From an optimization exercise on the open Yosys and OpenROAD flow, aimed at small area, a short achievable clock period and few clock cycles per item; shortcuts taken in it are not production practice. Function was checked by simulation only, so behaviour that the tests miss may differ from the original.

Design bpf_alu_seq, start of the top module:
module bpf_alu_seq #(
    parameter int WIDTH = 32
) (
    input  logic             clk,
    input  logic             rst,
    input  logic             in_valid,
    output logic             in_ready,
    input  logic [WIDTH-1:0] i1,
    input  logic [WIDTH-1:0] i2,
    input  logic [3:0]       op,
    output logic             out_valid,
    input  logic             out_ready,
    output logic [WIDTH-1:0] o,
    output logic             dz
);
    function automatic logic [5:0] clz32(input logic [31:0] x);
        logic [5:0] n;
        n = 6'd32;
        for (int k = 0; k < 32; k++)
            if (x[k]) n = 31 - k;
        clz32 = n;
    endfunction
    function automatic logic [31:0] rev32(input logic [31:0] x);
        logic [31:0] r;
        for (int k = 0; k < 32; k++) r[k] = x[31-k];
        rev32 = r;
    endfunction
    logic d_mov, d_add, d_sub, d_mul, d_div, d_and, d_or, d_not, d_xor;
    logic d_lsh, d_rsh, d_mod, d_neg, d_rsv;
    assign d_mov = (op == 4'd0);
    assign d_add = (op == 4'd1);
    assign d_sub = (op == 4'd2);
    assign d_mul = (op == 4'd3);
    assign d_div = (op == 4'd4);
    assign d_and = (op == 4'd5);
    assign d_or  = (op == 4'd6);
    assign d_not = (op == 4'd7);
    assign d_xor = (op == 4'd8);
    assign d_lsh = (op == 4'd9);
    assign d_rsh = (op == 4'd10);
    assign d_mod = (op == 4'd11);
    assign d_neg = (op == 4'd12);
    assign d_rsv = (op[3:2] == 2'b11) && (op[1:0] != 2'b00);
    logic swp;
    assign swp = d_mul & (((i2[31:16] != 16'd0) & (i1[31:16] == 16'd0)) |
                          ((i2[31:8] != 24'd0) & (i1[31:8] == 24'd0)));
    logic        xv;         
    logic        xd;         
    logic        f_sum, f_sub, f_and, f_or, f_xor, f_shl, f_shr, f_mul, f_dm, f_mod;
    logic        xinit;      
    logic        dzf;        
    logic [31:0] ra;
    logic        qz;         
    logic [32:0] rb;
    logic [5:0]  lza, lzb;
    logic [3:0]  cnt;
    logic        ov;
    logic [31:0] ro;
    logic [31:0] rq;
    assign rq = qz ? 32'd0 : ro;
    logic        rdz;
    logic [32:0] add_s;
    assign add_s = {1'b0, ra} + {1'b0, rb[31:0]} + {32'd0, f_sub};
    logic [5:0]  dshift;
    logic        dtriv;
    logic [4:0]  dsh;
    logic [32:0] sh_out;
    assign dshift = lzb - lza;
    assign dtriv  = dshift[5] | dzf;
  ...
Settings: LEC_CHECK=0, CAP_MARGIN=20, CORE_MARGIN=2, CORE_UTILIZATION=30, CTS_BUF_LIST=sky130_fd_sc_hd__clkbuf_8, SETUP_SLACK_MARGIN=4.5, SLEW_MARGIN=20, TNS_END_PERCENT=10; clock period 10.0 ns.
run.sh (not shown) runs the stock make flow with config.mk's settings and CLKGATE_MAP_FILE= SYNTH_SCRIPT=/design/flow/synth_recipe.tcl, a recipe that flattens the netlist after the stock synthesis.
Testbench counts at the start, summed over its fixed seeds: cycles 18,344, items 12,000.
Then changed:
- CORE_UTILIZATION: 30 -> 50
- CTS_BUF_LIST: sky130_fd_sc_hd__clkbuf_8 -> default
- TNS_END_PERCENT: 10 -> default
Critical path depth fell by 1.
Worst setup slack hardly moves.
Non-clock buffer count rose by 12.
Via count increases by a few percent.
Clock-buffer cell count stays the same.
Register-to-register slack stays flat.
Routed wire length came out higher slightly.
Synthesized cell count stays the same.

========
Setup of indigo:
bpf_alu_seq again, from the RTL that the note above started with.
clock: 10.0 ns
lec_check: 0
cap_margin: 20
core_margin: 2
core_utilization: 30
cts_buf_list: sky130_fd_sc_hd__clkbuf_8
setup_slack_margin: 4.5
slew_margin: 20
tns_end_percent: 0
Testbench counts of indigo, summed over its fixed seeds: cycles 18,344, items 12,000.
[inputs] nickel vs indigo
Settings: removing CTS_BUF_LIST (formerly sky130_fd_sc_hd__clkbuf_8); removing TNS_END_PERCENT (formerly 0).
--- outcome ---
Delta (nickel minus indigo): all-layer global routing usage comparable, wire length now larger, post-route minimum period now smaller, via density per instance now smaller.
nickel ends up with a total met2 wirelength after detailed routing that is about 0.9% lower than in indigo.
Compared with indigo, nickel shows a met1 layer wirelength in the final routing that is 0.92% lower.
nickel vs indigo, final-layout clock-cell area share went up by 0.70 points.
Against indigo, nickel comes in 0.69% higher on number of nets in the finished design.
The flow did not stop early for nickel: all stages ran, and the layout cleared the timing, DRC and antenna checks.
Input changes introduced in tundra (baseline for comparison: nickel):
Settings: swapping 30 for 50 in CORE_UTILIZATION; swapping 4.5 for 5 in SETUP_SLACK_MARGIN.
Sort nickel and tundra by filler cell count in the final layout asc -> top: tundra
Per the comparison of tundra with nickel, residual antenna-violating net count after detailed routing barely changed.
Core utilization, nickel and tundra: lower on nickel

port drivers added, routing unchanged:
In the flow no input, the clock included, has a driving cell. The finished layouts below were timed again as built, in two steps. Step 1 sets driving cells, clkbuf_16 on the clock port and buf_2 on the other inputs (assumed; they add their load-dependent delay and slew). Step 2 times the ports against the registers' clock, not the clock port: input delays grow and output delays shrink by t, the midpoint of the rising clock arrivals with the driver on. Slacks: ideal / step 1 / step 2; pairs: ideal / step 1.
run	t (ns)	setup slack, ns	worst hold slack (ns)	worst data-port slew with drivers (ns)
the first run of note 1	0.534	4.354 / 4.354 / 4.116	0.619 / 0.619 / 0.619	0.04
the second run of note 1	0.508	4.355 / 4.355 / 4.313	0.609 / 0.609 / 0.609	0.04
indigo	0.534	4.338 / 4.338 / 4.102	0.616 / 0.616 / 0.616	0.04
nickel	0.491	4.368 / 4.368 / 4.151	0.613 / 0.613 / 0.613	0.04
tundra	0.505	4.198 / 4.198 / 4.198	0.596 / 0.596 / 0.596	0.05
After both steps every run listed still meets setup and hold. The setup slack of the first run of note 1, which loses most, moves by 0.000 ns with the drivers and by -0.238 ns with both steps.
